Context: an optimization exercise on an open-source flow, tuned for small area. The choices shown serve that exercise and are no tape-out recipe. RTL that was checked went through simulation tests only; none was proved equivalent to the original. For runs 4 to 6, only the layout was checked, not whether the RTL still works. No activity file was given, so power comes from the tool's default toggle rates.

==> flow/design.v <==
module matrix_column_loader #(
   parameter int          COLS       = 32,
   parameter int          MSG_LEN    = 64,
   parameter int unsigned SCROLL_DIV = 200,
   parameter int          SETUP_CYC  = 2,
   parameter int          HOLD_CYC   = 2
) (
   input  logic                  clk_i,
   input  logic                  rst_i,
   input  logic                  msg_we,
   input  logic [5:0]            msg_addr,
   input  logic [15:0]           msg_data,
   input  logic                  enable,
   output logic [4:0]            column_id,
   output logic [15:0]           in_column,
   output logic                  load,
   output logic                  busy,
   output logic                  frame_done,
   output logic [5:0]            offset
);
   localparam int AW = 6;
   localparam int CW = 5;
   localparam int DW = 16;
   localparam int NW = 8;
   localparam int TW = (SCROLL_DIV > 1) ? $clog2(SCROLL_DIV) : 1;
   localparam logic [TW-1:0] TICK_LAST  = TW'(SCROLL_DIV - 1);
   localparam logic [AW:0]   MSG_LEN_W  = (AW+1)'(MSG_LEN);
   localparam logic [AW-1:0] OFF_LAST   = AW'(MSG_LEN - 1);
   localparam logic [CW-1:0] COL_LAST   = CW'(COLS - 1);
   localparam logic [NW-1:0] SETUP_LAST = NW'(SETUP_CYC - 1);
   localparam logic [NW-1:0] HOLD_LAST  = NW'(HOLD_CYC - 1);
   typedef enum logic [2:0] {
      ST_IDLE,
      ST_SETUP,
      ST_STROBE,
      ST_GAP,
      ST_DONE
   } state_e;
   state_e          state_q, state_d;
   logic [TW-1:0]   tick_cnt_q, tick_cnt_d;
   logic            tick;
   logic            pending_q, pending_d;
   logic [NW-1:0]   cyc_q, cyc_d;
   logic [CW-1:0]   col_q, col_d;
   logic [AW-1:0]   base_q, base_d;
   logic [AW-1:0]   offset_q, offset_d;
   logic [CW-1:0]   column_id_q, column_id_d;
   logic [DW-1:0]   in_column_q, in_column_d;
   logic            load_q, load_d;
   logic            busy_q, busy_d;
   logic            frame_done_q, frame_done_d;
   logic            frame_start;
   logic            enter_setup;
   logic [AW:0]     rd_sum;
   logic [AW-1:0]   rd_addr;
   logic [DW-1:0]      buf_q [MSG_LEN];
   logic [MSG_LEN-1:0] wr_sel;
   logic               wr_en;
   assign wr_en = msg_we && (32'(msg_addr) < MSG_LEN);
   generate
      for (genvar gi = 0; gi < MSG_LEN; gi++) begin : g_wr_sel
         assign wr_sel[gi] = wr_en && (msg_addr == AW'(gi));
      end
   endgenerate
   always_ff @(posedge clk_i or posedge rst_i) begin
      if (rst_i) begin
         for (int i = 0; i < MSG_LEN; i++) begin
            buf_q[i] <= '0;
         end
      end else begin
         for (int i = 0; i < MSG_LEN; i++) begin
            if (wr_sel[i]) begin
               buf_q[i] <= msg_data;
            end
         end
      end
   end
   always_ff @(posedge clk_i or posedge rst_i) begin
      if (rst_i) begin
         state_q      <= ST_IDLE;
         tick_cnt_q   <= '0;
         pending_q    <= 1'b0;
         cyc_q        <= '0;
         col_q        <= '0;
         base_q       <= '0;
         offset_q     <= '0;
         column_id_q  <= '0;
         in_column_q  <= '0;
         load_q       <= 1'b0;
         busy_q       <= 1'b0;
         frame_done_q <= 1'b0;
      end else begin
         state_q      <= state_d;
         tick_cnt_q   <= tick_cnt_d;
         pending_q    <= pending_d;
         cyc_q        <= cyc_d;
         col_q        <= col_d;
         base_q       <= base_d;
         offset_q     <= offset_d;
         column_id_q  <= column_id_d;
         in_column_q  <= in_column_d;
         load_q       <= load_d;
         busy_q       <= busy_d;
         frame_done_q <= frame_done_d;
      end
   end
   always_comb begin
      tick       = (tick_cnt_q == TICK_LAST);
      tick_cnt_d = tick ? '0 : tick_cnt_q + 1'b1;
   end
   always_comb begin
      state_d     = state_q;
      cyc_d       = cyc_q;
      col_d       = col_q;
      base_d      = base_q;
      offset_d    = offset_q;
      column_id_d = column_id_q;
      in_column_d = in_column_q;
      frame_start = 1'b0;
      enter_setup = 1'b0;
      rd_sum      = '0;
      rd_addr     = '0;
      unique case (state_q)
         ST_IDLE: begin
            if (pending_q) begin
               frame_start = 1'b1;
               enter_setup = 1'b1;
               base_d      = offset_q;
               col_d       = '0;
               cyc_d       = '0;
               state_d     = ST_SETUP;
            end
         end
         ST_SETUP: begin
            if (cyc_q == SETUP_LAST) begin
               cyc_d   = '0;
               state_d = ST_STROBE;
            end else begin
               cyc_d = cyc_q + 1'b1;
            end
         end
         ST_STROBE: begin
            if (cyc_q == HOLD_LAST) begin
               cyc_d   = '0;
               state_d = ST_GAP;
            end else begin
               cyc_d = cyc_q + 1'b1;
            end
         end
         ST_GAP: begin
            if (col_q == COL_LAST) begin
               state_d = ST_DONE;
            end else begin
               enter_setup = 1'b1;
               col_d       = col_q + 1'b1;
               cyc_d       = '0;
               state_d     = ST_SETUP;
            end
         end
         ST_DONE: begin
            offset_d = (offset_q == OFF_LAST) ? '0 : offset_q + 1'b1;
            state_d  = ST_IDLE;
         end
         default: begin
            state_d = ST_IDLE;
         end
      endcase
      rd_sum  = {1'b0, base_d} + (AW+1)'(col_d);
      rd_addr = (rd_sum >= MSG_LEN_W) ? AW'(rd_sum - MSG_LEN_W) : AW'(rd_sum);
      if (enter_setup) begin
         column_id_d = col_d;
         in_column_d = buf_q[rd_addr];
      end
   end
   always_comb begin
      load_d       = (state_d == ST_STROBE);
      busy_d       = (state_d != ST_IDLE);
      frame_done_d = (state_d == ST_DONE);
   end
   always_comb begin
      if (!enable) begin
         pending_d = 1'b0;
      end else if (tick) begin
         pending_d = 1'b1;
      end else if (frame_start) begin
         pending_d = 1'b0;
      end else begin
         pending_d = pending_q;
      end
   end
   assign column_id  = column_id_q;
   assign in_column  = in_column_q;
   assign load       = load_q;
   assign busy       = busy_q;
   assign frame_done = frame_done_q;
   assign offset     = offset_q;
endmodule
==> flow/run.sh <==
#!/bin/bash
# synth_recipe.tcl (not shown) runs the flow's synth.tcl, then flattens the netlist and writes it again
# the make line also repeats each setting of config.mk as NAME=value (left out here)
make -C /OpenROAD-flow-scripts/flow DESIGN_CONFIG=/design/flow/config.mk WORK_HOME=/design/flow/orfs CLKGATE_MAP_FILE= SYNTH_SCRIPT=/design/flow/synth_recipe.tcl finish
==> flow/config.mk <==
export PLATFORM = sky130hd
export DESIGN_NAME = matrix_column_loader
export DESIGN_NICKNAME = matrix_column_loader
export VERILOG_FILES = /design/flow/design.v
export SDC_FILE = /design/flow/constraint.sdc
export NUM_CORES = 4
export LEC_CHECK = 0
export CAP_MARGIN = 20
export CORE_MARGIN = 2
export CORE_UTILIZATION = 30
export SLEW_MARGIN = 20
==> flow/constraint.sdc <==
create_clock -name core_clock -period 10.0 [get_ports {clk_i}]
set_input_delay 2.0000 -clock core_clock [delete_from_list [all_inputs] [get_ports {clk_i}]]
set_output_delay 2.0000 -clock core_clock [all_outputs]
set_load 0.01 [all_outputs]
==> results of run 1 <==
## area by class of cell
cell class,count,area [um2],area share
Antenna cell,3,7.507,0.0001311
Inverter,10,41.29,0.0007211
Multi-Input combinational cell,2541,21740,0.3797
Clock buffer,173,3461,0.06044
Timing Repair Buffer,212,1803,0.03149
Clock inverter,33,315.3,0.005507
Sequential cell,1085,27150,0.4742
Tap cell,2189,2739,0.04783
## logic make-up (layout without fill, tap and decap cells)
family          Yosys count  count (layout)  synth area share
compound gates          733             733            0.1048
xor+xnor                 13              13          0.002558
fa+ha+maj                11              11          0.002909
buf+inv                 378             428           0.02992
flops                  1085            1085            0.5442
mux                    1112            1112            0.2499
other cells               0               3                 0
simple gates            672             672           0.06565
## synth_stat cells, types with 5 or more instances
master / n / share of area
a2111oi_0: 20 / 0.0035
a211o_1: 10 / 0.0018
a211oi_1: 12 / 0.0018
a21oi_1: 121 / 0.012
a221o_1: 15 / 0.0030
a221oi_1: 31 / 0.0054
a222oi_1: 38 / 0.0076
a22o_1: 22 / 0.0039
a22oi_1: 147 / 0.022
a311oi_1: 10 / 0.0018
a31oi_1: 39 / 0.0049
a32o_1: 12 / 0.0024
a32oi_1: 11 / 0.0019
and3_1: 48 / 0.0060
and4_1: 5 / 0.00088
buf_1: 50 / 0.0038
buf_2: 32 / 0.0032
clkbuf_1: 280 / 0.021
dfrtp_1: 1085 / 0.54
ha_1: 10 / 0.0025
inv_1: 10 / 0.00075
mux2_2: 1046 / 0.24
mux2i_1: 62 / 0.012
nand2_1: 232 / 0.017
nand2b_1: 13 / 0.0016
nand3_1: 99 / 0.0099
nand4_1: 38 / 0.0048
nand4b_1: 8 / 0.0014
nor2_1: 115 / 0.0087
nor2b_1: 6 / 0.00075
nor3_1: 52 / 0.0052
nor4_1: 17 / 0.0021
o2111ai_1: 8 / 0.0014
o211ai_1: 24 / 0.0036
o21ai_0: 115 / 0.012
o22ai_1: 15 / 0.0019
o2bb2ai_1: 13 / 0.0023
o31ai_1: 21 / 0.0032
o32ai_1: 5 / 0.00088
or2_2: 7 / 0.00088
or4_1: 5 / 0.00075
xnor2_1: 7 / 0.0012
xor2_1: 5 / 0.00088
## state kept, by name (all words and copies together) (netlist names)
| signal | flops |
|---|---|
| col_q | 5 |
| buf_q | 1024 |
| base_q | 6 |
| state_q | 3 |
| busy_q | 1 |
| in_column_q | 16 |
| cyc_q | 8 |
| offset_q | 6 |
| column_id_q | 5 |
| frame_done_q | 1 |
| pending_q | 1 |
| load_q | 1 |
| tick_cnt_q | 8 |
## metal layers
metal / part of all wire / track usage / up-vias / routed length, um
met5: 0.00024 / 0 / - / 51
met3: 0.12 / 0.07886 / 710 / 26320
met2: 0.42 / 0.3567 / 2753 / 88860
met1: 0.38 / 0.3118 / 19839 / 80000
li1: - / - / 14819 / -
met4: 0.074 / 0.1501 / 8 / 15670
## path summary, 6_finish.rpt
path / startpoint / endpoint / cells past startpoint
max reg2reg: col_q[0]$_DFF_PP0_ / in_column_q[12]$_DFFE_PP0P_ / 18
min: tick_cnt_q[0]$_DFF_PP0_ / tick_cnt_q[0]$_DFF_PP0_ / 1
min reg2reg: tick_cnt_q[0]$_DFF_PP0_ / tick_cnt_q[0]$_DFF_PP0_ / 1
max: col_q[0]$_DFF_PP0_ / in_column_q[12]$_DFFE_PP0P_ / 18
max in group asynchronous: rst_i / buf_q[8][9]$_DFFE_PP0P_ / 4
min in group asynchronous: rst_i / buf_q[2][15]$_DFFE_PP0P_ / 2
## power groups by stage
stage          Clock (mW)  Sequential (mW)  Combinational, mW
5_1_grt              4.55             5.31              0.983
2_1_floorplan           0             5.23              0.684
3_3_place_gp            0             5.31              0.875
4_1_cts              4.35             5.24              0.909
3_5_place_dp            0             5.32              0.907
6_report             4.34             5.26              0.917
## placed cells by master, fill, tap and decap left out, drive strengths merged, types with 10 or more instances in the layout
cell type / netlist / routed
dfrtp: 1085 / 1085
mux2: 1047 / 1047
nand2: 233 / 233
clkbuf: 280 / 174
buf: 88 / 172
a22oi: 147 / 147
a21oi: 123 / 123
o21ai: 117 / 117
nor2: 115 / 115
nand3: 101 / 101
mux2i: 63 / 63
nor3: 54 / 54
and3: 48 / 48
a31oi: 39 / 39
clkdlybuf4s50: 0 / 39
nand4: 39 / 39
a222oi: 38 / 38
a221oi: 31 / 31
o211ai: 24 / 24
a22o: 22 / 22
o31ai: 22 / 22
clkinv: 0 / 22
a2111oi: 21 / 21
nor4: 18 / 18
o22ai: 15 / 15
a221o: 15 / 15
nand2b: 13 / 13
o2bb2ai: 13 / 13
a211oi: 12 / 12
a32o: 12 / 12
inv: 10 / 12
a32oi: 11 / 11
a211o: 10 / 10
a311oi: 10 / 10
ha: 10 / 10
## through the flow
step	instances	power [mW]	cell area (um2)	TNS [ns]	worst slack [ns]
floorplan	4004	5.913	49900	-7559.38	-6.967
global placement	6032	6.184	53370	0	2.244
detailed placement	6034	6.227	53400	0	2.909
CTS	6240	10.51	57180	0	2.845
global route	6243	10.84	57250	0	2.426
finish	6246	10.51	57260	0	2.510
## critical path, delay by kind of cell, from the launching register on
family | cells | cell delay (ns)
XOR/XNOR | 1 | 0.71
buffers and inverters | 3 | 0.69
flip-flops | 1 | 0.39
AND/OR/NAND/NOR | 6 | 2.28
adder cells (fa/ha/maj) | 2 | 0.54
AO/OA/AOI/OAI | 6 | 2.62
==> flow_summary.yaml, run 1 <==
synth:
  post_synth.cell_area_avg_um2: 12.46
  syn_inst: 4004
  synth_ff_type: "dfrtp_1"
  async_reset_ff_frac: 1.000
  synth_cell_type_count: 90
  ys_ff_latch: 1085
  mappedNetlistArea_um2: 49890
  ys.warnings.count: 2
  ys_seq_area_frac: 0.5442
  synth-edff-count: 0
  syn_nets: 4041
clocking:
  postCtsSetupBuffers: 0
  clock_latency_ns: 0.72
  cts_buffers: 114
  cts_tree: "built"
  clkSinkCount: 1085
  cts_hold_buf: 0
  cts_resized: 0
  cts_buffer_depth: 3
  cts_htree_levels: 3
  cts_root_buffer: "clkbuf_16"
  path_clk_slew_ns: 0.06
power:
  netSwitchingFraction: 0.2472
  p_clk_frac: 0.413
  ir_drop_uv: 127.3
  powerDensity_nw_per_um2: 183.6
  p_comb_frac: 0.087
  p_sw_mw: 2.599
  intPower_mw: 7.916
  seqPwrFrac: 0.500
  leakage_nw: 25.45
global_route:
  grt_max_degree: 172
  antenna_found_initial: 17
  grt_pass1_vias: 37102
  grt_pass1_wl_um: 295100
  grt_usage: 0.2440
  globalRouteOverflowTotal: 0
detailed_routing:
  drt_iter0_drc: 5953
  drc: 0
  ant_nets: 0
  drt_first_pass_iters: 7
  routedWlPerCell_um: 33.77
  wl_um: 210900
  via_count: 38129
  viasPerCell: 6.105
timing:
  relSlewSlack: 0.1397
  worstMarginPinSlew_ns: 1.279
  fmax_mhz: 133.5
  hold_viol_final: 0
  whs_ns: 0.4551
  clock_skew_ns: 0.02442
  finalCritPeriodShare: 0.7490
  setup_viol: 0
  rsz0062_at_grt: "no"
  fin_crit_ns: 7.490
  slew_viol_final: 0
worst_setup_path:
  crit_path_top_delay_cell: "o21ba_2"
  reg2reg_setup_slack_ns: 2.51
  critPathKind: "reg -> reg"
  end_kind: "flop"
  max_stage_delay_ns: 0.86
  cp_max_fo: 96
  crit_path_cell_trace: "ha_1 > nand4_1 > and2_1 > nor2_4 > a22oi_1 > inv_1 > ha_1 > a211oi_1 > o21ba_2 > nor2_4 > buf_12 > xnor3_1 > a32oi_1 > o2111ai_1 > nor3_2 > buf_4 > nor4b_1 > o31ai_1"
  required_ns: 10.56
  crit_path_start_kind: "flop"
  cp_data_arrival_time_ns: 8.05
cells_and_area:
  area_growth_pct: 14.76
  final_layout_size_suffix_gt1_frac: 0.3707
  layout.nets: 4001
  fin_util: 0.3470
  fill_cells: 16164
run:
  maxCapViolCount: 0
floorplanning:
  die_x_um: 411.8
  die_area_um2: 169600
  placement_rows: 149
  die_y_um: 411.8
  core_um2: 165000
  pin_count: 56
  start_util: 0.3024
place:
  dp.final_hpwl_um: 132300
  port_buffers: 55
  routabilityCongestion: 0.9931
hold_path:
  min-delay-path-class: "reg -> reg"
outcome:
  status: "complete, no violations"
==> inputs of run 2 (changes only) <==
==> flow/design.v (replaced) <==
module matrix_column_loader #(
   parameter int          COLS       = 32,
   parameter int          MSG_LEN    = 64,
   parameter int unsigned SCROLL_DIV = 200,
   parameter int          SETUP_CYC  = 2,
   parameter int          HOLD_CYC   = 2
) (
   input  logic                  clk_i,
   input  logic                  rst_i,
   input  logic                  msg_we,
   input  logic [5:0]            msg_addr,
   input  logic [15:0]           msg_data,
   input  logic                  enable,
   output logic [4:0]            column_id,
   output logic [15:0]           in_column,
   output logic                  load,
   output logic                  busy,
   output logic                  frame_done,
   output logic [5:0]            offset
);
   localparam int DW = 16;
   localparam int NR = 64;
   logic [5:0]    q;
   logic [2:0]    r;
   logic          act;         
   logic          had;         
   logic [5:0]    offset_q;
   logic [DW-1:0] in_col_q;
   logic [DW-1:0] pf;          
   logic [5:0]    ph;          
   logic          run;         
   logic          ldc;
   logic [5:0]    ent;         
   logic [5:0]    ent_row;     
   logic [5:0]    wr_row;      
   logic          snoop;
   logic [DW-1:0] tap;
   logic [DW-1:0] ring [NR];
   logic [NR-1:0] sel, nsel;
   assign ldc     = act && (r == 3'd4) && (q == 6'd63 || q < 6'd31);
   assign ent     = offset_q + q + 6'd1;
   assign ent_row = ent + ph;
   assign wr_row  = msg_addr + ph + 6'd1;
   assign snoop   = msg_we && (msg_addr == ent);
   assign tap     = ring[{ent_row[5:2], 2'b00}];
   always_ff @(posedge clk_i or posedge rst_i) begin
      if (rst_i) begin
         q        <= 6'd63;
         r        <= 3'd4;
         act      <= 1'b0;
         had      <= 1'b0;
         offset_q <= '0;
         in_col_q <= '0;
         ph       <= '0;
         run      <= 1'b0;
      end else begin
         ph  <= ph + 6'd1;
         run <= 1'b1;
         if (r == 3'd4) begin
            r <= 3'd0;
            q <= (q == 6'd38) ? 6'd63 : q + 6'd1;
         end else begin
            r <= r + 3'd1;
         end
         if (q == 6'd63 && r == 3'd3) act <= enable;
         if (ldc) begin
            in_col_q <= pf;
            had      <= 1'b1;
         end
         if (act && q == 6'd32 && r == 3'd0) offset_q <= offset_q + 6'd1;
      end
   end
   always_ff @(posedge clk_i) begin
      if (snoop)                  pf <= msg_data;
      else if (ent_row[1:0] == 0) pf <= tap;
   end
   generate
      for (genvar j = 0; j < NR; j++) begin : g_row
         logic ws;
         assign ws = msg_we && (wr_row == 6'(j));
         if (j % 2 == 0) begin : g_even
            assign sel[j]  = ws | ~run;
            assign nsel[j] = ~ws;
            always_ff @(posedge clk_i)
               ring[j] <= ~((~msg_data | {DW{nsel[j]}}) & (ring[(j+NR-1)%NR] | {DW{sel[j]}}));
         end else begin : g_odd
            assign sel[j]  = ws;
            assign nsel[j] = ~ws & run;
            always_ff @(posedge clk_i)
               ring[j] <= ~((msg_data & {DW{sel[j]}}) | (ring[j-1] & {DW{nsel[j]}}));
         end
      end
   endgenerate
   assign busy       = act && (q < 6'd32 || (q == 6'd32 && r == 3'd0));
   assign load       = act && q < 6'd32 && (r == 3'd2 || r == 3'd3);
   assign frame_done = act && q == 6'd32 && r == 3'd0;
   assign column_id  = (act && q < 6'd32) ? q[4:0] : {5{had}};
   assign in_column  = in_col_q;
   assign offset     = offset_q;
endmodule
==> run 2 against run 1 <==
Compared with the run above: core utilization shrank 0.47 points; cell area shrank 11%; sequential share of layout area shrank 4.4 points; via count shrank 24%; synthesized cell count grew 1.9%; total power shrank 14%; clock-buffer cell count shrank 4; flip-flop and latch count shrank 5; largest power group unchanged.
==> flow_summary.yaml, run 2 <==
global_route:
  grt_max_degree: 338
  antenna_found_initial: 6
  grt_pass1_wl_um: 196400
  grt_usage: 0.1721
  globalRouteOverflowTotal: 0
  grt_pass1_vias: 28077
power:
  ir_drop_uv: 131.4
  intPower_mw: 7.004
  netSwitchingFraction: 0.2226
  p_comb_frac: 0.035
  p_clk_frac: 0.479
  seqPwrFrac: 0.487
  leakage_nw: 20.94
  powerDensity_nw_per_um2: 176.1
  p_sw_mw: 2.005
worst_setup_path:
  max_stage_delay_ns: 0.87
  crit_path_cell_trace: "ha_1 > a21o_1 > a31oi_1 > xnor2_1 > ha_1 > a21o_1 > nor3b_1 > nor4_2 > buf_4 > a22o_1 > a221oi_1 > mux2i_1 > nor4_2 > a31oi_1"
  cp_num_buf_inv: 1
  end_kind: "flop"
  required_ns: 10.41
  cp_max_fo: 17
  reg2reg_setup_slack_ns: 4.20
  crit_path_start_kind: "flop"
  cp_data_arrival_time_ns: 6.20
  critical_path.top_delay_family: "compound AO/OA/AOI/OAI gates"
  critPathKind: "reg -> reg"
  crit_path_top_delay_cell: "nor4_2"
cells_and_area:
  layout.nets: 4032
  final_layout_size_suffix_gt1_frac: 0.2133
  top_regs: "ring (1024), in_col_q (16), pf (16)"
  final_common_cell: "dfxtp_1"
  largest_register_ffs: 1024
  fin_util: 0.3423
  layout_common_cells: "1024 x dfxtp_1, 528 x mux2i_1, 527 x and2_1"
  area_growth_pct: 13.58
  fill_cells: 14883
  seq_area_um2: 21990
  regMostFlops: "ring"
  multi_input_area_um2: 21610
synth:
  mappedNetlistArea_um2: 45030
  synth.most_common_cell: "dfxtp_1"
  synth_top_family_by_area: "multiplexers"
  post_synth.cell_area_avg_um2: 11.04
  synth_xor_area_frac: 0.01061
  synthMuxAreaShare: 0.2516
  synth_ff_type: "dfxtp_1"
  yosysTopAreaCellShare: 0.4552
  ys.warnings.count: 2
  syn_inst: 4080
  synth-simple-area-share: 0.1731
  syn_nets: 4133
  netlist_top_cells_count: "1024 x dfxtp_1, 528 x mux2i_1, 527 x and2_1"
  synth_compound_area_frac: 0.03484
  synth_cell_type_count: 79
  synth_area_leader_cell: "dfxtp_1"
  ys_seq_area_frac: 0.4883
  synth-edff-count: 16
  ys_ff_latch: 1080
  async_reset_ff_frac: 0.03704
  ys_top_cells_by_area: "dfxtp_1 46%, mux2_2 13%, mux2i_1 12%"
  synth-adder-area-share: 0.008002
clocking:
  path_clk_slew_ns: 0.06
  cts_resized: 0
  postCtsSetupBuffers: 0
  cts_buffers: 109
  cts_buffer_depth: 3
  clock_latency_ns: 0.73
  cts_htree_levels: 3
  cts_root_buffer: "clkbuf_16"
  cts_tree: "built"
  cts_hold_buf: 0
  clkSinkCount: 1080
floorplanning:
  placement_rows: 142
  start_util: 0.3014
  pin_count: 56
  core_um2: 149400
  die_y_um: 391.4
  die_area_um2: 153200
  die_x_um: 391.4
timing:
  fmax_mhz: 172.5
  finalWorstSetupSlack_ns: 4.203
  fin_crit_ns: 5.797
  setup_viol: 0
  whs_ns: 0.4841
  relSlewSlack: 0.2052
  rsz0062_at_grt: "no"
  worstMarginPinSlew_ns: 1.189
  hold_viol_final: 0
  setup_tns_ns: 0
  finalCritPeriodShare: 0.5797
  clock_skew_ns: 0.04141
  slew_viol_final: 0
detailed_routing:
  wl_um: 134000
  routedWlPerCell_um: 22.00
  ant_nets: 0
  via_count: 28854
  drt_iter0_drc: 2318
  drt_first_pass_iters: 7
  viasPerCell: 4.736
  drc: 0
place:
  port_buffers: 55
  dp.final_hpwl_um: 85870
  place_ws_ns: 3.770
  routabilityCongestion: 0.9755
outcome:
  status: "complete, no violations"
run:
  maxCapViolCount: 0
hold_path:
  min-delay-path-class: "reg -> reg"
[run 2: cell type report]
class,count,share of cell area
sequential,1080,0.4300
clock buffer,169,0.06651
timing repair buffer,122,0.02138
clock inverter,37,0.008170
multi-input combinational,2639,0.4225
tap,2016,0.04932
inverter,27,0.001981
antenna,2,0.00009785
[run 2: logic make-up (layout without fill, tap and decap cells)]
group                      after synthesis  in the layout
and+or+nand+nor                       1302           1302
DFF                                   1080           1080
muxes                                 1064           1064
buffers and inverters                  361            355
AOI/OAI and AO/OA                      204            204
xor gates and xnor gates                41             41
adders and majority gates               27             27
other                                    1              3
[run 2: worst reg2reg max path: stages (launching register included)]
cell,delay [ns]
dfstp_2,0.60
ha_1,0.31
a21o_1,0.18
a31oi_1,0.24
xnor2_1,0.20
ha_1,0.46
a21o_1,0.30
nor3b_1,0.55
nor4_2,0.14
buf_4,0.26
a22o_1,0.30
a221oi_1,0.75
mux2i_1,0.19
nor4_2,0.87
a31oi_1,0.16
[run 2: layer usage]
layer	vias up	wire length, um	share of wire	track usage
li1	13507	-	-	-
met1	14406	61480	0.46	0.2352
met2	730	60890	0.45	0.2731
met3	205	7046	0.053	0.02540
met4	6	4557	0.034	0.06522
met5	-	35	0.00026	0
[run 2: power by group through the flow]
stage          sequential (mW)  combinational, mW  clock, mW
2_1_floorplan             4.46              0.214          0
3_3_place_gp              4.48              0.310          0
3_5_place_dp              4.48              0.312          0
4_1_cts                   4.38              0.313       4.38
5_1_grt                   4.39              0.334       4.54
6_report                  4.38              0.313       4.31
[run 2: worst paths after layout]
path	startpoint	endpoint	depth (start not counted)
min reg2reg	r[0]$_DFF_PP0_	r[0]$_DFF_PP0_	1
min	r[0]$_DFF_PP0_	r[0]$_DFF_PP0_	1
max reg2reg	q[2]$_DFFE_PP1N_	pf[13]$_DFFE_PP_	14
min in group asynchronous	rst_i	ph[2]$_DFF_PP0_	2
max in group asynchronous	rst_i	run$_DFF_PP0_	2
max	q[2]$_DFFE_PP1N_	pf[13]$_DFFE_PP_	14
[run 2: through the flow]
step                      cell area [um2]  instances  power, mW
after detailed placement            47260       5881      4.791
after CTS                           51080       6087      9.080
final                               51150       6092      9.010
after global routing                51140       6090      9.256
after floorplan                     45030       4080      4.675
after global placement              47220       5880      4.789
==> inputs of run 3 (changes only) <==
--- a/flow/design.v
+++ b/flow/design.v
@@ -37,6 +37,8 @@
    logic [DW-1:0] tap;
    logic [DW-1:0] ring [NR];
    logic [NR-1:0] sel, nsel;
+   logic [DW-1:0] wdata_n;
+   assign wdata_n = ~msg_data;
    assign ldc     = act && (r == 3'd4) && (q == 6'd63 || q < 6'd31);
    assign ent     = offset_q + q + 6'd1;
    assign ent_row = ent + ph;
@@ -81,13 +83,17 @@
          if (j % 2 == 0) begin : g_even
             assign sel[j]  = ws | ~run;
             assign nsel[j] = ~ws;
-            always_ff @(posedge clk_i)
-               ring[j] <= ~((~msg_data | {DW{nsel[j]}}) & (ring[(j+NR-1)%NR] | {DW{sel[j]}}));
+            mcl_row #(.INV(1'b0)) u_row (
+               .clk_i(clk_i), .sel(sel[j]), .nsel(nsel[j]), .w(wdata_n),
+               .prev(ring[(j+NR-1)%NR]), .q(ring[j])
+            );
          end else begin : g_odd
             assign sel[j]  = ws;
             assign nsel[j] = ~ws & run;
-            always_ff @(posedge clk_i)
-               ring[j] <= ~((msg_data & {DW{sel[j]}}) | (ring[j-1] & {DW{nsel[j]}}));
+            mcl_row #(.INV(1'b1)) u_row (
+               .clk_i(clk_i), .sel(sel[j]), .nsel(nsel[j]), .w(msg_data),
+               .prev(ring[j-1]), .q(ring[j])
+            );
          end
       end
    endgenerate
@@ -98,3 +104,35 @@
    assign in_column  = in_col_q;
    assign offset     = offset_q;
 endmodule
+module mcl_row #(
+   parameter bit INV = 1'b0
+) (
+   input  logic        clk_i,
+   input  logic        sel,
+   input  logic        nsel,
+   input  logic [15:0] w,
+   input  logic [15:0] prev,
+   output logic [15:0] q
+);
+   for (genvar b = 0; b < 16; b++) begin : g_bit
+      mcl_bit #(.INV(INV)) u_bit (
+         .clk_i(clk_i), .sel(sel), .nsel(nsel), .w(w[b]), .prev(prev[b]), .q(q[b])
+      );
+   end
+endmodule
+module mcl_bit #(
+   parameter bit INV = 1'b0
+) (
+   input  logic clk_i,
+   input  logic sel,
+   input  logic nsel,
+   input  logic w,
+   input  logic prev,
+   output logic q
+);
+   if (!INV) begin : g_oai
+      always_ff @(posedge clk_i) q <= ~((w | nsel) & (prev | sel));
+   end else begin : g_aoi
+      always_ff @(posedge clk_i) q <= ~((w & sel) | (prev & nsel));
+   end
+endmodule
--- a/flow/config.mk
+++ b/flow/config.mk
@@ -9,3 +9,4 @@
 export CORE_MARGIN = 2
 export CORE_UTILIZATION = 30
 export SLEW_MARGIN = 20
+export SYNTH_HIERARCHICAL = 1
==> run 3 against run 2 <==
Compared with the run above: clock power down 7.0%; combinational power up 38%; sequential share of layout area up 7.6 points; largest cell class unchanged.
==> flow_summary.yaml, run 3 <==
clocking:
  cts_htree_levels: 3
  cts_hold_buf: 0
  postCtsSetupBuffers: 0
  clock_latency_ns: 0.70
  cts_root_buffer: "clkbuf_16"
  cts_buffers: 103
  path_clk_slew_ns: 0.06
  cts_buffer_depth: 3
  clkSinkCount: 1080
  cts_tree: "built"
  cts_resized: 0
timing:
  setup_tns_ns: 0
  finalCritPeriodShare: 0.6095
  whs_ns: 0.3885
  relSlewSlack: 0.09410
  clock_skew_ns: 0.03604
  finalWorstSetupSlack_ns: 3.905
  slew_viol_final: 0
  setup_viol: 0
  worstMarginPinSlew_ns: 1.354
  hold_viol_final: 0
  fin_crit_ns: 6.095
  rsz0062_at_grt: "no"
  fmax_mhz: 164.1
worst_setup_path:
  critPathKind: "reg -> reg"
  end_kind: "flop"
  crit_top_cell: "buf_4"
  r2r_end: "pf[12]$_DFFE_PP_"
  critical_path.top_delay_family: "compound AO/OA/AOI/OAI gates"
  crit_path_start_kind: "flop"
  cp_data_arrival_time_ns: 6.49
  reg2reg_setup_slack_ns: 3.91
  crit_start: "offset_q[0]$_DFFE_PP0P_"
  cp_max_fo: 52
  crit_path_top_delay_cell: "a222oi_1"
  cp_num_buf_inv: 5
  worst-path-stages: 17
  r2r_cells: 17
  required_ns: 10.39
  r2r-start: "offset_q[0]$_DFFE_PP0P_"
  endpoint: "pf[12]$_DFFE_PP_"
  max_stage_delay_ns: 0.80
  crit_path_cell_trace: "inv_1 > ha_1 > inv_1 > fa_1 > xor2_1 > ha_1 > buf_4 > a21o_1 > a21oi_1 > xor2_4 > buf_4 > nor2_1 > buf_4 > a222oi_1 > o22ai_1 > nor4_1 > a21oi_1"
power:
  p_sw_mw: 2.091
  p_comb_frac: 0.049
  ir_drop_uv: 139.5
  powerDensity_nw_per_um2: 203.4
  p_clk_frac: 0.454
  leakage_nw: 14.30
  intPower_mw: 6.747
  seqPwrFrac: 0.497
  netSwitchingFraction: 0.2366
  power.total_mw: 8.838
place:
  port_buffers: 55
  place_ws_ns: 3.833
  dp.final_hpwl_um: 91470
  routabilityCongestion: 1.007
floorplanning:
  start_util: 0.3029
  placement_rows: 128
  pin_count: 56
  core_um2: 122000
  die_x_um: 355.0
  die_area_um2: 126000
  die_y_um: 355.0
cells_and_area:
  top_regs: "g_row.g_even.u_row.g_bit.u_bit.q (512), g_row.g_odd.u_row.g_bit.u_bit.q (512)"
  area_growth_pct: 17.54
  layout_common_cells: "1024 x dfxtp_1, 539 x o22ai_1, 512 x a22oi_2"
  final_layout_size_suffix_gt1_frac: 0.2760
  final_common_cell: "dfxtp_1"
  fin_util: 0.3560
  layout.nets: 3174
detailed_routing:
  ant_nets: 0
  drt_first_pass_iters: 9
  routedWlPerCell_um: 29.00
  drc: 0
  drt_iter0_drc: 3054
  wl_um: 140300
  via_count: 27863
  viasPerCell: 5.760
synth:
  netlist_top_cells_count: "1024 x dfxtp_1, 539 x o22ai_1, 512 x a22oi_2"
  synth_ff_type: "dfxtp_1"
  ys_top_cells_by_area: "dfxtp_1 55%, a22oi_2 17%, o22ai_1 9.1%"
  ys.warnings.count: 10
  mappedNetlistArea_um2: 36960
  synth.most_common_cell: "dfxtp_1"
  synth-edff-count: 16
  synth_area_leader_cell: "dfxtp_1"
  async_reset_ff_frac: 0.03704
  syn_nets: 2995
  syn_inst: 2943
  ys_ff_latch: 1080
  yosysTopAreaCellShare: 0.5546
  ys_seq_area_frac: 0.5949
  synth_cell_type_count: 57
  post_synth.cell_area_avg_um2: 12.56
global_route:
  grt_pass1_vias: 26823
  antenna_found_initial: 4
  grt_max_degree: 65
  grt_pass1_wl_um: 198700
  grt_usage: 0.2155
  globalRouteOverflowTotal: 0
hold_path:
  min-delay-path-class: "reg -> reg"
outcome:
  status: "complete, no violations"
run:
  maxCapViolCount: 0
-- run 3: cell type report --
type / instances / area, um2
antenna: 2 / 5.005
clock buffer: 151 / 2969
clock inverter: 42 / 529.3
fill: 12043 / 78590
inverter: 42 / 161.4
multi-input combinational: 1748 / 14590
sequential: 1080 / 21990
tap: 1625 / 2033
timing repair buffer: 147 / 1169
-- run 3: cell families (layout without fill, tap and decap cells) --
| family | after synthesis | after routing | share of synthesized area |
|---|---|---|---|
| flops | 1080 | 1080 | 0.5949 |
| buf+inv | 115 | 382 | 0.01313 |
| other cells | 1 | 3 | 0.0001014 |
| xor+xnor | 47 | 47 | 0.01185 |
| fa+ha+maj | 26 | 26 | 0.009410 |
| simple gates | 278 | 278 | 0.03574 |
| compound gates | 1349 | 1349 | 0.3210 |
| mux | 47 | 47 | 0.01388 |
-- run 3: power by group through the flow --
stage               Clock, mW  Combinational [mW]  Sequential (mW)
detailed placement          0               0.418             4.48
finish                   4.01               0.433             4.39
global placement            0               0.414             4.49
CTS                      4.06               0.419             4.39
global route             4.22               0.443             4.39
floorplan                   0               0.189             4.47
-- run 3: worst min path at each step --
stage | startpoint | endpoint | depth (start not counted)
5_1_grt | g_row[5].g_odd.u_row.g_bit[8].u_bit.q$_DFF_P_ | g_row[6].g_even.u_row.g_bit[8].u_bit.q$_DFF_P_ | 1
2_1_floorplan | g_row[63].g_odd.u_row.g_bit[0].u_bit.q$_DFF_P_ | g_row[0].g_even.u_row.g_bit[0].u_bit.q$_DFF_P_ | 1
4_1_cts | g_row[19].g_odd.u_row.g_bit[5].u_bit.q$_DFF_P_ | g_row[20].g_even.u_row.g_bit[5].u_bit.q$_DFF_P_ | 1
3_3_place_gp | g_row[27].g_odd.u_row.g_bit[6].u_bit.q$_DFF_P_ | g_row[28].g_even.u_row.g_bit[6].u_bit.q$_DFF_P_ | 1
3_5_place_dp | g_row[23].g_odd.u_row.g_bit[6].u_bit.q$_DFF_P_ | g_row[24].g_even.u_row.g_bit[6].u_bit.q$_DFF_P_ | 1
6_report | g_row[57].g_odd.u_row.g_bit[10].u_bit.q$_DFF_P_ | g_row[58].g_even.u_row.g_bit[10].u_bit.q$_DFF_P_ | 1
-- run 3: per-stage QoR --
stage / instance area [um2] / std cells
floorplan: 36960 / 2943
global placement: 39850 / 4640
detailed placement: 39880 / 4641
CTS: 43380 / 4834
global route: 43440 / 4835
finish: 43450 / 4837
-- run 3: routing by layer --
layer | part of all wire | wire (um) | GRT usage | up-vias
li1 | - | - | - | 12085
met4 | 0.042 | 5887 | 0.08085 | 0
met2 | 0.42 | 58860 | 0.3113 | 1417
met1 | 0.44 | 61910 | 0.3070 | 14062
met3 | 0.097 | 13610 | 0.05456 | 299
met5 | 0 | 0 | 0 | -
==> inputs of run 4 (changes only) <==
--- a/flow/design.v
+++ b/flow/design.v
@@ -37,8 +37,9 @@
    logic [DW-1:0] tap;
    logic [DW-1:0] ring [NR];
    logic [NR-1:0] sel, nsel;
-   logic [DW-1:0] wdata_n;
-   assign wdata_n = ~msg_data;
+   logic [DW-1:0] wdata_e, wdata_o;
+   logic          wr_odd, zclr, clr2;
+   logic [4:0]    w1_half;
    assign ldc     = act && (r == 3'd4) && (q == 6'd63 || q < 6'd31);
    assign ent     = offset_q + q + 6'd1;
    assign ent_row = ent + ph;
@@ -76,22 +77,33 @@
       if (snoop)                  pf <= msg_data;
       else if (ent_row[1:0] == 0) pf <= tap;
    end
+   assign wr_odd  = msg_we && wr_row[0];
+   assign zclr    = ~run && ~wr_odd;
+   assign wdata_o = msg_data & {DW{~zclr}};
+   assign wdata_e = ~msg_data;
+   always_ff @(posedge clk_i) w1_half <= wr_row[5:1];
+   always_ff @(posedge clk_i or posedge rst_i) begin
+      if (rst_i) clr2 <= 1'b0;
+      else       clr2 <= ~run && wr_odd;
+   end
    generate
       for (genvar j = 0; j < NR; j++) begin : g_row
          logic ws;
          assign ws = msg_we && (wr_row == 6'(j));
          if (j % 2 == 0) begin : g_even
-            assign sel[j]  = ws | ~run;
+            logic keep2;
+            assign keep2   = clr2 && (w1_half == 5'((j / 2) + 31));
+            assign sel[j]  = ws | ~run | (clr2 & ~keep2);
             assign nsel[j] = ~ws;
-            mcl_row #(.INV(1'b0)) u_row (
-               .clk_i(clk_i), .sel(sel[j]), .nsel(nsel[j]), .w(wdata_n),
+            mcl_row u_row (
+               .clk_i(clk_i), .sel(sel[j]), .nsel(nsel[j]), .w(wdata_e),
                .prev(ring[(j+NR-1)%NR]), .q(ring[j])
             );
          end else begin : g_odd
-            assign sel[j]  = ws;
-            assign nsel[j] = ~ws & run;
-            mcl_row #(.INV(1'b1)) u_row (
-               .clk_i(clk_i), .sel(sel[j]), .nsel(nsel[j]), .w(msg_data),
+            assign sel[j]  = ws | zclr;
+            assign nsel[j] = ~sel[j];
+            mcl_row u_row (
+               .clk_i(clk_i), .sel(sel[j]), .nsel(nsel[j]), .w(wdata_o),
                .prev(ring[j-1]), .q(ring[j])
             );
          end
@@ -104,9 +116,7 @@
    assign in_column  = in_col_q;
    assign offset     = offset_q;
 endmodule
-module mcl_row #(
-   parameter bit INV = 1'b0
-) (
+module mcl_row (
    input  logic        clk_i,
    input  logic        sel,
    input  logic        nsel,
@@ -115,14 +125,12 @@
    output logic [15:0] q
 );
    for (genvar b = 0; b < 16; b++) begin : g_bit
-      mcl_bit #(.INV(INV)) u_bit (
+      mcl_bit u_bit (
          .clk_i(clk_i), .sel(sel), .nsel(nsel), .w(w[b]), .prev(prev[b]), .q(q[b])
       );
    end
 endmodule
-module mcl_bit #(
-   parameter bit INV = 1'b0
-) (
+module mcl_bit (
    input  logic clk_i,
    input  logic sel,
    input  logic nsel,
@@ -130,9 +138,5 @@
    input  logic prev,
    output logic q
 );
-   if (!INV) begin : g_oai
-      always_ff @(posedge clk_i) q <= ~((w | nsel) & (prev | sel));
-   end else begin : g_aoi
-      always_ff @(posedge clk_i) q <= ~((w & sel) | (prev & nsel));
-   end
+   always_ff @(posedge clk_i) q <= ~((w | nsel) & (prev | sel));
 endmodule
--- a/flow/config.mk
+++ b/flow/config.mk
@@ -8,5 +8,6 @@
 export CAP_MARGIN = 20
 export CORE_MARGIN = 2
 export CORE_UTILIZATION = 30
+export CTS_BUF_LIST = sky130_fd_sc_hd__clkbuf_4 sky130_fd_sc_hd__clkbuf_8
 export SLEW_MARGIN = 20
 export SYNTH_HIERARCHICAL = 1
==> run 4 against run 3 <==
Compared with the run above: cell area shrank 5.0%; critical path depth shrank 4; worst hold slack lost 0.023 ns; first-iteration DRC count grew 21%; sequential power grew 13%.
==> flow_summary.yaml, run 4 <==
power:
  p_comb_frac: 0.082
  p_sw_mw: 2.604
  leakage_nw: 15.32
  powerDensity_nw_per_um2: 238.6
  seqPwrFrac: 0.506
  intPower_mw: 7.245
  p_clk_frac: 0.413
  power.total_mw: 9.849
  ir_drop_uv: 110.5
  netSwitchingFraction: 0.2644
synth:
  ys.warnings.count: 9
  ys_top_cells_by_area: "dfxtp_1 60%, o22ai_1 19%, dfrtp_1 2.5%"
  async_reset_ff_frac: 0.03775
  syn_nets: 3032
  yosysTopAreaCellShare: 0.6024
  post_synth.cell_area_avg_um2: 11.48
  synth-edff-count: 16
  synth.most_common_cell: "o22ai_1"
  syn_inst: 2979
  mappedNetlistArea_um2: 34190
  synth_area_leader_cell: "dfxtp_1"
  netlist_top_cells_count: "1041 x o22ai_1, 1029 x dfxtp_1, 105 x nand2_1"
  synth_ff_type: "dfxtp_1"
  ys_ff_latch: 1086
  synth_cell_type_count: 83
  ys_seq_area_frac: 0.6467
hold_path:
  whs_path_depth: 1
  worstHoldStart: "g_row[61].g_odd.u_row.g_bit[0].u_bit.q$_DFF_P_"
  holdPathEnd: "g_row[62].g_even.u_row.g_bit[0].u_bit.q$_DFF_P_"
  min-delay-path-class: "reg -> reg"
timing:
  clock_skew_ns: 0.04882
  slew_viol_final: 0
  finalCritPeriodShare: 0.5795
  whs_ns: 0.3655
  rsz0062_at_grt: "no"
  worstMarginPinSlew_ns: 1.201
  setup_viol: 0
  setup_tns_ns: 0
  fin_crit_ns: 5.795
  hold_viol_final: 0
  relSlewSlack: 0.1993
  fmax_mhz: 172.5
worst_setup_path:
  cp_max_fo: 17
  cp_data_arrival_time_ns: 6.30
  r2r_cells: 13
  required_ns: 10.50
  crit_path_start_kind: "flop"
  r2r-start: "q[0]$_DFFE_PP1N_"
  critPathKind: "reg -> reg"
  end_kind: "flop"
  reg2reg_setup_slack_ns: 4.20
  r2r_end: "pf[10]$_DFFE_PP_"
detailed_routing:
  dr_wl_met3_um: 17750
  viasPerCell: 6.043
  ant_nets: 0
  drt_iter0_drc: 3705
  drt-met1-wl_um: 59950
  top_layer: "met5"
  routedWlPerCell_um: 30.32
  drc: 0
  via_count: 29587
  wl_um: 148500
  drt_first_pass_iters: 6
  wl_met2_um: 60610
clocking:
  cts_tree: "built"
  cts_root_buffer: "clkbuf_8"
  cts_buffers: 169
  clkSinkCount: 1086
  postCtsSetupBuffers: 0
  path_clk_slew_ns: 0.06
  cts_hold_buf: 0
  cts_htree_levels: 4
  cts_resized: 0
  cts_buffer_depth: 3
  clock_latency_ns: 0.86
cells_and_area:
  fill_cells: 11083
  layout_common_cells: "1041 x o22ai_1, 1029 x dfxtp_1, 208 x clkbuf_8"
  layout.nets: 3315
  top_regs: "g_row.g_even.u_row.g_bit.u_bit.q (512), g_row.g_odd.u_row.g_bit.u_bit.q (512)"
  multi_input_area_um2: 11900
  seq_area_um2: 22120
  final_layout_size_suffix_gt1_frac: 0.1648
  final_common_cell: "o22ai_1"
  area_growth_pct: 20.71
floorplanning:
  start_util: 0.3031
  core_um2: 112800
  pin_count: 56
  die_area_um2: 116700
  die_y_um: 341.6
  placement_rows: 123
  die_x_um: 341.6
run:
  maxCapViolCount: 0
global_route:
  grt_pass1_wl_um: 207500
  grt_usage: 0.2465
  grt_pass1_vias: 28104
  globalRouteOverflowTotal: 0
  antenna_found_initial: 9
  grt_max_degree: 42
outcome:
  status: "complete, no violations"
place:
  port_buffers: 55
  routabilityCongestion: 1.051
  dp.final_hpwl_um: 99030
-- run 4: how the worst max path moves through the flow --
stage,from,to
2_1_floorplan,msg_addr[1],g_row[11].g_odd.u_row.g_bit[0].u_bit.q$_DFF_P_
3_3_place_gp,msg_addr[1],g_row[29].g_odd.u_row.g_bit[1].u_bit.q$_DFF_P_
3_5_place_dp,msg_addr[1],g_row[15].g_odd.u_row.g_bit[14].u_bit.q$_DFF_P_
4_1_cts,offset_q[0]$_DFFE_PP0P_,pf[15]$_DFFE_PP_
5_1_grt,offset_q[0]$_DFFE_PP0P_,pf[8]$_DFFE_PP_
6_report,q[0]$_DFFE_PP1N_,pf[10]$_DFFE_PP_
-- run 4: kinds of logic after synthesis --
| logic type | after synthesis | synth area share |
|---|---|---|
| adder cells (fa/ha/maj) | 27 | 0.01054 |
| buffers and inverters | 105 | 0.01332 |
| XOR/XNOR | 39 | 0.01164 |
| other | 1 | 0.0001097 |
| multiplexers | 53 | 0.01643 |
| flip-flops | 1086 | 0.6467 |
| AO/OA/AOI/OAI | 1381 | 0.2612 |
| AND/OR/NAND/NOR | 287 | 0.03999 |
-- run 4: power by group through the flow --
stage                     clock (mW)  combinational [mW]  sequential, mW
after floorplan                    0               0.431            4.94
after global placement             0               0.751            5.06
after detailed placement           0               0.765            5.06
after CTS                       4.08               0.769            4.97
after global routing            4.29               0.831            5.00
final                           4.06               0.804            4.98
-- run 4: critical path, cell delays in order, from the launching register on --
cell	delay, ns
dfstp_2	0.58
inv_1	0.09
ha_1	0.22
inv_1	0.08
fa_1	0.48
fa_1	0.61
a211o_1	0.39
and3_4	0.23
nor2_2	0.53
nor2_1	0.18
mux2_4	0.46
a21bo_2	0.40
a2111oi_0	0.93
a31oi_1	0.29
-- run 4: per-stage QoR --
step           setup WS, ns    util  cells  instance area [um2]
6_report              4.205  0.3659   4896                41280
3_5_place_dp          3.665  0.3319   4587                37440
4_1_cts               4.313  0.3649   4888                41160
3_3_place_gp          3.640  0.3310   4582                37340
2_1_floorplan         5.116       -   2979                34190
5_1_grt               4.103  0.3658   4893                41270
-- run 4: routing by layer --
metal,up-vias,track usage
li1,12551,-
met1,14500,0.3265
met2,2005,0.3517
met3,525,0.07550
met4,6,0.1459
met5,-,0
-- run 4: per-module statistics from Yosys, one instance, submodules excluded, a selection --
module                copies in the design  area [um2]  cells  flops+latches
matrix_column_loader                     1        7288    931             62
mcl_bit                               1024       26.28      2              1
-- run 4: area by class of cell --
type,instances,area share
antenna,4,0.0002425
clock buffer,262,0.07918
clock inverter,39,0.01103
inverter,39,0.003547
multi-input combinational,1788,0.2882
sequential,1086,0.5358
tap,1500,0.04547
timing repair buffer,178,0.03650
==> inputs of run 5 (changes only) <==
--- a/flow/config.mk
+++ b/flow/config.mk
@@ -8,6 +8,8 @@
 export CAP_MARGIN = 20
 export CORE_MARGIN = 2
 export CORE_UTILIZATION = 30
-export CTS_BUF_LIST = sky130_fd_sc_hd__clkbuf_4 sky130_fd_sc_hd__clkbuf_8
+export CTS_BUF_LIST = sky130_fd_sc_hd__clkbuf_8
+export CTS_CLUSTER_DIAMETER = 40
+export CTS_CLUSTER_SIZE = 16
 export SLEW_MARGIN = 20
 export SYNTH_HIERARCHICAL = 1
==> run 5 against run 4 <==
Compared with the run above: sequential power hardly changed; register-to-register slack gained 0.11 ns; clock-buffer cell count shrank 133; critical path type is now in -> reg; highest routed layer unchanged.
==> flow_summary.yaml, run 5 <==
global_route:
  grt.busiest_layer: "met2"
  grt_use_met1: 0.3196
  globalRouteOverflowTotal: 0
  grt_pass1_wl_um: 204700
  gr-usage-met3: 0.08161
  antenna_found_initial: 16
  grt_pass1_vias: 27546
  grt_max_degree: 42
  grt_usage: 0.2426
  grt_use_met2: 0.3504
power:
  netSwitchingFraction: 0.2813
  seqPwrFrac: 0.538
  powerDensity_nw_per_um2: 228.5
  ir_drop_uv: 112.8
  intPower_mw: 6.645
  p_clk_frac: 0.376
  p_comb_frac: 0.087
  leakage_nw: 14.82
  p_sw_mw: 2.601
place:
  place_ws_ns: 3.665
  dp.final_hpwl_um: 99030
  routabilityCongestion: 1.051
  port_buffers: 55
  place_area_um2: 37440
  post-place-cells: 4587
worst_setup_path:
  r2r-start: "q[0]$_DFFE_PP1N_"
  crit_path_start_kind: "primary input"
  cp_max_fo: 16
  r2r_end: "pf[10]$_DFFE_PP_"
  r2r_cells: 13
  end_kind: "flop"
  cp_data_arrival_time_ns: 6.33
  reg2reg_setup_slack_ns: 4.31
  required_ns: 10.63
  endpoint: "g_row[25].g_odd.u_row.g_bit[4].u_bit.q$_DFF_P_"
  crit_start: "msg_addr[1]"
  critPathKind: "in -> reg"
cells_and_area:
  layout_common_cells: "1041 x o22ai_1, 1029 x dfxtp_1, 129 x clkbuf_8"
  final_common_cell: "o22ai_1"
  finalNonFillerCells: 4819
  fill_cells: 11144
  fin_util: 0.3587
  area_growth_pct: 18.34
  final_layout_size_suffix_gt1_frac: 0.1442
  final_area_um2: 40470
  layout.nets: 3263
  top_regs: "g_row.g_even.u_row.g_bit.u_bit.q (512), g_row.g_odd.u_row.g_bit.u_bit.q (512)"
clocking:
  cts_hold_buf: 0
  cts_tree: "built"
  clkSinkCount: 1086
  postCtsSetupBuffers: 0
  path_clk_slew_ns: 0.09
  cts_buffers: 118
  clock_latency_ns: 0.82
  cts_htree_levels: 3
  cts_buffer_depth: 3
  cts_resized: 0
  cts_root_buffer: "clkbuf_8"
detailed_routing:
  routedWlPerCell_um: 30.37
  ant_nets: 0
  drc: 0
  via_count: 29006
  wl_um: 146300
  viasPerCell: 6.019
  drt_iter0_drc: 3938
  drt_first_pass_iters: 8
floorplanning:
  start_util: 0.3031
  die_x_um: 341.6
  core_um2: 112800
  pin_count: 56
  die_y_um: 341.6
  die_area_um2: 116700
  placement_rows: 123
synth:
  ys.warnings.count: 9
  ys_top_cells_by_area: "dfxtp_1 60%, o22ai_1 19%, dfrtp_1 2.5%"
  syn_nets: 3032
  netlist_top_cells_count: "1041 x o22ai_1, 1029 x dfxtp_1, 105 x nand2_1"
  synth_ff_type: "dfxtp_1"
  syn_inst: 2979
  ys_ff_latch: 1086
  synth_cell_type_count: 83
  mappedNetlistArea_um2: 34190
  async_reset_ff_frac: 0.03775
  synth_area_leader_cell: "dfxtp_1"
  yosysTopAreaCellShare: 0.6024
  synth-edff-count: 16
  synth.most_common_cell: "o22ai_1"
  post_synth.cell_area_avg_um2: 11.48
  ys_seq_area_frac: 0.6467
hold_path:
  min-delay-path-class: "reg -> reg"
timing:
  hold_viol_final: 0
  worstMarginPinSlew_ns: 1.142
  setup_viol: 0
  clock_skew_ns: 0.06495
  finalWorstSetupSlack_ns: 4.291
  fmax_mhz: 175.2
  rsz0062_at_grt: "no"
  relSlewSlack: 0.2238
  setup_tns_ns: 0
  slew_viol_final: 0
  fin_crit_ns: 5.709
  finalCritPeriodShare: 0.5709
run:
  maxCapViolCount: 0
outcome:
  status: "complete, no violations"
-- run 5: worst min path at each step --
stage / start / to / slack, ns / depth (start not counted)
after global placement: g_row[10].g_even.u_row.g_bit[2].u_bit.q$_DFF_P_ / g_row[11].g_odd.u_row.g_bit[2].u_bit.q$_DFF_P_ / 0.39 / 1
after global routing: g_row[33].g_odd.u_row.g_bit[3].u_bit.q$_DFF_P_ / g_row[34].g_even.u_row.g_bit[3].u_bit.q$_DFF_P_ / 0.38 / 1
final: g_row[33].g_odd.u_row.g_bit[3].u_bit.q$_DFF_P_ / g_row[34].g_even.u_row.g_bit[3].u_bit.q$_DFF_P_ / 0.37 / 1
after detailed placement: g_row[11].g_odd.u_row.g_bit[2].u_bit.q$_DFF_P_ / g_row[12].g_even.u_row.g_bit[2].u_bit.q$_DFF_P_ / 0.39 / 1
after CTS: g_row[15].g_odd.u_row.g_bit[8].u_bit.q$_DFF_P_ / g_row[16].g_even.u_row.g_bit[8].u_bit.q$_DFF_P_ / 0.37 / 1
after floorplan: g_row[63].g_odd.u_row.g_bit[0].u_bit.q$_DFF_P_ / g_row[0].g_even.u_row.g_bit[0].u_bit.q$_DFF_P_ / 0.39 / 1
-- run 5: critical path, cell delays in order --
cell	delay [ns]
clkdlybuf4s50_1	0.48
ha_1	0.32
nor2b_1	0.13
o21ai_0	0.14
nand2b_1	0.11
a21o_1	0.19
a21o_1	0.18
xnor2_1	0.64
nand2_1	0.77
o21ai_1	1.13
o22ai_1	0.23
-- run 5: final cells by class --
cell class	instances	area (um2)	area share
antenna	5	12.51	0.0003092
multi-input combinational	1788	11890	0.2939
clock inverter	95	1147	0.02835
clock buffer	129	1775	0.04387
inverter	39	146.4	0.003618
timing repair buffer	177	1499	0.03704
sequential	1086	22120	0.5465
tap	1500	1877	0.04638
-- run 5: per-layer routing --
| metal | share of wire | vias up |
|---|---|---|
| met5 | 0.00063 | - |
| met4 | 0.063 | 14 |
| met3 | 0.12 | 502 |
| met2 | 0.41 | 1784 |
| met1 | 0.41 | 14278 |
| li1 | - | 12428 |
-- run 5: logic make-up (layout without fill, tap and decap cells) --
group                    count (synthesis)  in the layout  synth area share
AO/OA/AOI/OAI                         1381           1381            0.2612
buffers and inverters                  105            440           0.01332
multiplexers                            53             53           0.01643
adder cells (fa/ha/maj)                 27             27           0.01054
AND/OR/NAND/NOR                        287            287           0.03999
XOR/XNOR                                39             39           0.01164
flip-flops                            1086           1086            0.6467
other                                    1              6         0.0001097
-- run 5: power by group through the flow --
stage | Combinational, mW | Sequential, mW | Clock (mW)
after floorplan | 0.431 | 4.94 | 0
after global placement | 0.751 | 5.06 | 0
after detailed placement | 0.765 | 5.06 | 0
after CTS | 0.768 | 4.96 | 3.49
after global routing | 0.830 | 4.99 | 3.68
final | 0.801 | 4.97 | 3.47
-- run 5: stage by stage --
stage | hold WS, ns | power (mW)
after floorplan | 0.3881 | 5.373
after global placement | 0.3898 | 5.812
after detailed placement | 0.3940 | 5.821
after CTS | 0.3707 | 9.219
after global routing | 0.3814 | 9.500
final | 0.3696 | 9.246
-- run 5: Yosys stat by module, one instance, submodules excluded, a selection --
module | copies in the design | flops+latches | cell area (um2)
mcl_bit | 1024 | 1 | 26.28
matrix_column_loader | 1 | 62 | 7288
==> inputs of run 6 (changes only) <==
==> flow/flow/run.sh (new file) <==
#!/bin/bash
# Standard ORFS layout, with clock tree synthesis told not to add dummy balancing loads and to
# build the tree from mid-size clock buffers. Every step's full output stays in orfs/logs; the
# make output goes to flow_make.log.
set -euo pipefail
export CTS_ARGS="-sink_clustering_enable -repair_clock_nets -dont_use_dummy_load -buf_list {sky130_fd_sc_hd__clkbuf_4 sky130_fd_sc_hd__clkbuf_8}"
bash standard.sh > flow_make.log 2>&1
==> flow/standard.sh (new file) <==
#!/bin/bash
# synth_recipe.tcl (not shown) runs the flow's synth.tcl, then flattens the netlist and writes it again
# the make line also repeats each setting of config.mk as NAME=value (left out here)
make -C /OpenROAD-flow-scripts/flow DESIGN_CONFIG=/design/flow/config.mk WORK_HOME=/design/flow/orfs CLKGATE_MAP_FILE= SYNTH_SCRIPT=/design/flow/synth_recipe.tcl "${@:-finish}"
--- a/flow/config.mk
+++ b/flow/config.mk
@@ -8,8 +8,5 @@
 export CAP_MARGIN = 20
 export CORE_MARGIN = 2
 export CORE_UTILIZATION = 30
-export CTS_BUF_LIST = sky130_fd_sc_hd__clkbuf_8
-export CTS_CLUSTER_DIAMETER = 40
-export CTS_CLUSTER_SIZE = 16
 export SLEW_MARGIN = 20
 export SYNTH_HIERARCHICAL = 1
removed: flow/run.sh
==> run 6 against run 5 <==
Compared with the run above: die area unchanged; global-route usage rose by 0.30 points; clock power is 13% lower; non-clock buffer count up 1; maximum frequency rose by 0.37%; clock skew grew 0.045 ns; first-iteration DRC count is 1.3% lower; largest cell class unchanged; largest power group unchanged.
==> flow_summary.yaml, run 6 <==
worst_setup_path:
  crit_path_start_kind: "primary input"
  end_kind: "flop"
  cp_max_fo: 16
  critPathKind: "in -> reg"
  cp_data_arrival_time_ns: 6.31
  required_ns: 10.62
detailed_routing:
  wl_um: 147400
  routedWlPerCell_um: 30.94
  drt_first_pass_iters: 6
  via_count: 29237
  ant_nets: 0
  viasPerCell: 6.138
  drc: 0
  drt_iter0_drc: 3885
global_route:
  antenna_found_initial: 12
  grt_pass1_vias: 27871
  globalRouteOverflowTotal: 0
  grt_usage: 0.2457
  grt_max_degree: 42
  grt_pass1_wl_um: 206300
clocking:
  clock_latency_ns: 0.87
  path_clk_slew_ns: 0.06
  clkSinkCount: 1086
  cts_htree_levels: 4
  cts_root_buffer: "clkbuf_8"
  cts_buffer_depth: 3
  postCtsSetupBuffers: 0
  cts_hold_buf: 0
  cts_tree: "built"
  cts_resized: 0
  cts_buffers: 169
synth:
  synth_area_leader_cell: "dfxtp_1"
  syn_inst: 2979
  yosysTopAreaCellShare: 0.6024
  ys_top_cells_by_area: "dfxtp_1 60%, o22ai_1 19%, dfrtp_1 2.5%"
  ys_ff_latch: 1086
  syn_nets: 3032
  mappedNetlistArea_um2: 34190
  synth-edff-count: 16
  netlist_top_cells_count: "1041 x o22ai_1, 1029 x dfxtp_1, 105 x nand2_1"
  ys_seq_area_frac: 0.6467
  async_reset_ff_frac: 0.03775
  synth_ff_type: "dfxtp_1"
  synth_cell_type_count: 83
  synth.most_common_cell: "o22ai_1"
  post_synth.cell_area_avg_um2: 11.48
  ys.warnings.count: 9
place:
  routabilityCongestion: 1.051
  dp.final_hpwl_um: 99030
  port_buffers: 55
  place_area_um2: 37440
floorplanning:
  start_util: 0.3031
  placement_rows: 123
  die_y_um: 341.6
  die_x_um: 341.6
  die_area_um2: 116700
  core_um2: 112800
  pin_count: 56
timing:
  slew_viol_final: 0
  rsz0062_at_grt: "no"
  worstMarginPinSlew_ns: 1.198
  fin_crit_ns: 5.688
  finalCritPeriodShare: 0.5688
  clock_skew_ns: 0.1104
  relSlewSlack: 0.2012
  setup_tns_ns: 0
  hold_viol_final: 0
  setup_viol: 0
  fmax_mhz: 175.8
cells_and_area:
  final_area_um2: 39880
  area_growth_pct: 16.62
  final_common_cell: "o22ai_1"
  final_layout_size_suffix_gt1_frac: 0.1322
  fin_util: 0.3535
  layout_common_cells: "1041 x o22ai_1, 1029 x dfxtp_1, 169 x clkbuf_8"
  top_regs: "g_row.g_even.u_row.g_bit.u_bit.q (512), g_row.g_odd.u_row.g_bit.u_bit.q (512)"
  layout.nets: 3315
power:
  powerDensity_nw_per_um2: 221.1
  ir_drop_uv: 96.95
  power.total_mw: 8.817
  leakage_nw: 14.57
hold_path:
  min-delay-path-class: "reg -> reg"
run:
  maxCapViolCount: 0
outcome:
  status: "complete, no violations"
-- run 6: cell families after synthesis --
logic type | Yosys count | share of synthesized area
mux | 53 | 0.01643
fa+ha+maj | 27 | 0.01054
other cells | 1 | 0.0001097
flops | 1086 | 0.6467
simple gates | 287 | 0.03999
xor+xnor | 39 | 0.01164
buf+inv | 105 | 0.01332
compound gates | 1381 | 0.2612
-- run 6: path summary, 6_finish.rpt --
kind	startpoint	end	slack, ns	cells after the start
setup / recovery	msg_addr[1]	g_row[13].g_odd.u_row.g_bit[11].u_bit.q$_DFF_P_	4.31	11
hold / removal	g_row[11].g_odd.u_row.g_bit[3].u_bit.q$_DFF_P_	g_row[12].g_even.u_row.g_bit[3].u_bit.q$_DFF_P_	0.34	1
setup reg to reg	q[0]$_DFFE_PP1N_	pf[5]$_DFFE_PP_	4.32	13
hold reg to reg	g_row[11].g_odd.u_row.g_bit[3].u_bit.q$_DFF_P_	g_row[12].g_even.u_row.g_bit[3].u_bit.q$_DFF_P_	0.34	1
max in group asynchronous	rst_i	offset_q[0]$_DFFE_PP0P_	7.67	2
min in group asynchronous	rst_i	in_col_q[11]$_DFFE_PP0P_	1.69	2
-- run 6: area by class of cell --
type	instances	area [um2]
repair buffers	178	1506
well taps	1500	1877
multi-input cells	1788	11900
inverters	39	146.4
fillers	11192	72930
flip-flops and latches	1086	22120
clock buffers	169	2326
diodes	3	7.507
-- run 6: modules after synthesis, one instance, submodules excluded, a selection --
module / cells inside / flip-flops and latches / copies in the design / area, um2
matrix_column_loader: 931 / 62 / 1 / 7288
mcl_bit: 2 / 1 / 1024 / 26.28
-- run 6: worst max-delay path, stage by stage --
cell and delay [ns]:
clkdlybuf4s50_1 0.48, ha_1 0.32, nor2b_1 0.13, o21ai_0 0.14, nand2b_1 0.11, a21o_1 0.18, a21o_1 0.18, xnor2_1 0.65
nand2_1 0.78, o21ai_1 1.10, o22ai_1 0.23
-- run 6: power breakdown --
group	total, mW	internal, mW	switching (mW)
logic	0.802	0.251	0.551
registers	4.98	4.76	0.222
clock network	3.03	1.48	1.55
-- run 6: per-layer routing --
| metal | vias to the layer above | wire [um] | global-route usage |
|---|---|---|---|
| met5 | - | 85 | 0 |
| met4 | 14 | 9828 | 0.1396 |
| met3 | 520 | 17150 | 0.07961 |
| met2 | 1947 | 60420 | 0.3518 |
| met1 | 14349 | 59890 | 0.3238 |
| li1 | 12407 | - | - |
-- run 6: through the flow --
step / hold WS (ns) / std cells / worst slack [ns]
CTS: 0.3200 / 4756 / 4.322
detailed placement: 0.3940 / 4587 / 3.665
global route: 0.3306 / 4761 / 4.106
floorplan: 0.3881 / 2979 / 5.116
global placement: 0.3898 / 4582 / 3.640
finish: 0.3359 / 4763 / 4.312

[afterwards: timing with drivers on the ports]
In the flow no input, the clock included, has a driving cell. The finished layouts below were timed again as built, in two steps.
Step 1 sets driving cells, clkbuf_16 on the clock port and buf_2 on the other inputs (assumed; they add their load-dependent delay and slew).
Step 2, shift: input delay + t, output delay - t, t = (earliest + latest rising clock arrival at the registers) / 2. This alone moves slack from input paths to output paths.
Three values: ideal, step 1, step 2; two values: the first two.
run | t, ns | slack for setup (ns) | hold slack, ns | worst setup path at the end | pins driven straight from the clock port
run 1 | 0.786 | 2.510 / 2.510 / 2.510 | 0.455 / 0.455 / 0.455 | register to register | 1
run 2 | 0.794 | 4.203 / 4.203 / 3.740 | 0.484 / 0.484 / 0.484 | input to register | 1
run 3 | 0.749 | 3.905 / 3.905 / 3.828 | 0.388 / 0.388 / 0.388 | input to register | 1
run 4 | 0.901 | 4.205 / 4.205 / 3.509 | 0.365 / 0.365 / 0.365 | input to register | 1
run 5 | 0.850 | 4.291 / 4.312 / 3.485 | 0.370 / 0.370 / 0.370 | input to register | 1
run 6 | 0.878 | 4.312 / 4.322 / 3.477 | 0.336 / 0.336 / 0.336 | input to register | 1
After both steps every run listed still meets setup and hold. The setup slack of run 6, which loses most, moves by +0.010 ns with the drivers and by -0.835 ns with both steps.
